Context: an optimization exercise on an open-source flow, tuned for small area, a short achievable clock period and few clock cycles. The choices shown serve that exercise and are no tape-out recipe.
Function was checked by simulation only, so behaviour that the tests miss may differ from the original.
Power and IR drop assume default switching activity.

exp/umber:
==> flow/design.v (excerpt) <==
module framebuf_manager
#(
	parameter int SYM_ID_BITS = 4,
	parameter int H_UNITS = 4,
	parameter int V_UNITS = 3
) (
	input  logic                  i_clk,
	input  logic                  n_btn_rst,
	input  logic                  i_sym_mode,
	input  logic                  i_pkt_valid,
	input  fb_pkg::pkt_word_t     i_pkt,
	input  logic                  i_frame_end,
	input  logic                  i_draw_en,
	input  logic [COORD_BITS-1:0] i_sx,
	input  logic [COORD_BITS-1:0] i_sy,
	output logic [COLOR_BITS-1:0] o_color_r,
	output logic [COLOR_BITS-1:0] o_color_g,
	output logic [COLOR_BITS-1:0] o_color_b,
	output logic                  o_cmd_full,
	output logic                  o_draw_idle
);
	localparam int NUM_UNITS = H_UNITS * V_UNITS;
	logic                       prog_we;
	logic                       draw_we;
	logic [1:0]                 sym_width;
	logic [1:0]                 sym_height;
	logic                       cmd_valid;
	logic [SYM_ID_BITS-1:0]     cmd_id;
	logic [1:0]                 cmd_left;
	logic [1:0]                 cmd_top;
	logic [1:0]                 cmd_width;
	logic [1:0]                 cmd_height;
	logic [NUM_UNITS-1:0]       wr_mask;
	logic [NUM_UNITS-1:0]       clear_mask;
	logic [1:0]                 rd_col;
	logic [1:0]                 rd_row;
	logic [SYM_ID_BITS-1:0]     rd_id;
	logic [SYM_ID_BITS-1:0]     color_id;
	logic [COLOR_WORD_BITS-1:0] color_word;
	assign prog_we = i_pkt_valid && !i_sym_mode;
	assign draw_we = i_pkt_valid && i_sym_mode;
	assign o_cmd_full  = 1'b0;
	assign o_draw_idle = 1'b1;
	attr_tables #(.SYM_ID_BITS(SYM_ID_BITS)) u_attr (
		.i_clk(i_clk), .i_prog_we(prog_we), .i_pkt(i_pkt),
		.i_dim_id(i_pkt.draw.sym_id[SYM_ID_BITS-1:0]), .i_color_id(color_id),
		.o_width(sym_width), .o_height(sym_height), .o_color(color_word)
	);
	draw_cmd_fifo #(.SYM_ID_BITS(SYM_ID_BITS)) u_fifo (
  ...
clock: 6.0 ns
lec_check: 0
cap_margin: 20
core_margin: 2
core_utilization: 60
cts_buf_list: sky130_fd_sc_hd__clkbuf_16
cts_cluster_diameter: 90
cts_cluster_size: 33
setup_slack_margin: 3.85
slew_margin: 20
standard.sh (not shown) runs the stock make flow with config.mk's settings and CLKGATE_MAP_FILE= SYNTH_SCRIPT=/design/flow/synth_recipe.tcl, a recipe that flattens the netlist after the stock synthesis.
==> flow/flow/run.sh <==
#!/bin/bash
# The standard layout (the standard.sh, unchanged synthesis and steps),
# with every input and output port buffered by a plain buf_2 instead of the
# cell buffer_ports picks by default. All tool output goes to flow.log
set -o pipefail
bash standard.sh "BUFFER_PORTS_ARGS=-buffer_cell sky130_fd_sc_hd__buf_2" finish > flow.log 2>&1
exp/umber: PASS, flow complete, no timing, DRC or antenna violations
Testbench counts of exp/umber, summed over its fixed seeds: cycles 1,536.
Input changes introduced in exp/violet (baseline for comparison: exp/umber):
- CTS_CLUSTER_SIZE changed from 33 to 30
- PLACE_DENSITY newly set to 0.75
- CORE_UTILIZATION changed from 60 to 70
- CTS_CLUSTER_DIAMETER changed from 90 to 100
## What came out
- In the metrics for exp/umber and exp/violet, the one carrying the lower worst hold slack is exp/violet.
- exp/umber vs exp/violet, highest layer used for signal routing: met5 vs met4
- There was hardly any difference in power between exp/violet and exp/umber.
- The number of cells on the critical path in exp/violet was higher than what exp/umber gave.
- Combinational power share: exp/umber and exp/violet compared, lower one is exp/umber
- Going from exp/umber to exp/violet, the worst setup slack was found to have gone down by 0.0036 ns.
- Across exp/umber and exp/violet, none had a timing, DRC or antenna violation.
### exp/violet -> exp/delta
- a change of CORE_UTILIZATION from 70 to 60
- a deleted PLACE_DENSITY that had been 0.75
==> flow/flow/run.sh <==
#!/bin/bash
# The standard layout (the standard.sh, unchanged synthesis and steps),
# with every input and output port buffered by a plain buf_2, and the clock
# tree built without buffers at its branching points. All tool output goes
# to flow.log
set -o pipefail
bash standard.sh "BUFFER_PORTS_ARGS=-buffer_cell sky130_fd_sc_hd__buf_2" \
	"CTS_ARGS=-sink_clustering_enable -repair_clock_nets -sink_clustering_size 30 -sink_clustering_max_diameter 100 -buf_list sky130_fd_sc_hd__clkbuf_16 -branching_point_buffers_distance 1000 -distance_between_buffers 1000" \
	finish > flow.log 2>&1
[summary]
exp/delta finished every step from synthesis to the final layout, and the layout passed the timing, DRC and antenna checks.
exp/delta ends up with a worst hold slack that is 0.0050 ns higher than in exp/violet.
NOTE: setup slack in exp/delta exceeds that of exp/violet
exp/delta vs. exp/violet: cell area after placement went up by 69 sq um, design area was more or less identical, wire length reported by the detailed router went down by 4.0%, period utilization went down by 0.21 points.
[inputs] exp/fjord vs exp/delta
- changing CTS_CLUSTER_SIZE from 30 to 36
- changing CTS_CLUSTER_DIAMETER from 100 to 80
- changing SETUP_SLACK_MARGIN from 3.85 to 3.5
==> flow/flow/run.sh <==
#!/bin/bash
# The standard layout (the standard.sh, unchanged synthesis and steps),
# with every input and output port buffered by a plain buf_2 instead of the
# cell buffer_ports picks by default. All tool output goes to flow.log
set -o pipefail
bash standard.sh "BUFFER_PORTS_ARGS=-buffer_cell sky130_fd_sc_hd__buf_2" finish > flow.log 2>&1
[summary]
Maximum number of pins on one net before global-route repair grows by more than half when moving from exp/delta to exp/fjord.
exp/fjord vs exp/delta: combinational cell fraction of total power down
The final critical path time including I/O delays and setup of exp/fjord was inferior to that of exp/delta.
Any difference in I/O pin total between exp/delta and exp/fjord is small enough to ignore.
Re instance count on the critical path: exp/delta was lower than exp/fjord.
Compared to exp/delta, exp/fjord has relative contribution of the clock network to total power 0.4 points lower.
Lower critical path data required time among exp/delta and exp/fjord: exp/delta
On number of vias after detailed routing, exp/delta and exp/fjord are neck and neck.
> inputs changed (exp/fjord -> exp/zinc)
- clearing CTS_CLUSTER_DIAMETER, which used to be 80
- swapping 36 for 30 in CTS_CLUSTER_SIZE
- swapping sky130_fd_sc_hd__clkbuf_16 for sky130_fd_sc_hd__clkbuf_4 sky130_fd_sc_hd__clkbuf_8 in CTS_BUF_LIST
Findings:
In the tables for exp/fjord and exp/zinc, fraction of the core area covered by cells at the end of the flow reads higher with exp/zinc. In the flow results for exp/fjord and exp/zinc, the total routing resource utilization after global routing is smaller on exp/fjord. Relative to exp/fjord, the via count of the first global-routing pass measured on exp/zinc has increased by a few percent.

## afterwards: timing with drivers on the ports
Ports are ideal in the flow. The routed layouts listed here were re-timed in OpenROAD. Step 1, drivers: a clkbuf_16 drives i_clk and a buf_2 each remaining input, both assumed. Step 2 moves the port delays by t, midway between the first and last clock arrival at a register: inputs arrive t later, outputs are due t later. That takes back most of the time a late clock gives input paths. a / b / c = ideal / step 1 / step 2; a / b = the first two.
| run | t (ns) | slack for setup (ns) | worst register clock-pin slew, ns | worst slew at a driven data input, ns |
|---|---|---|---|---|
| exp/umber | 0.560 | 3.822 / 3.774 / 3.330 | 0.12 / 0.12 | 0.07 |
| exp/violet | 0.553 | 3.818 / 3.788 / 3.277 | 0.11 / 0.11 | 0.07 |
| exp/delta | 0.555 | 3.831 / 3.784 / 3.326 | 0.11 / 0.11 | 0.07 |
| exp/fjord | 0.556 | 3.579 / 3.605 / 3.049 | 0.13 / 0.13 | 0.06 |
| exp/zinc | 0.643 | 3.563 / 3.579 / 2.936 | 0.07 / 0.07 | 0.06 |
After both steps setup and hold are still met in every run listed. The setup slack of exp/zinc, which loses most, moves by +0.016 ns with the drivers and by -0.627 ns with both steps.
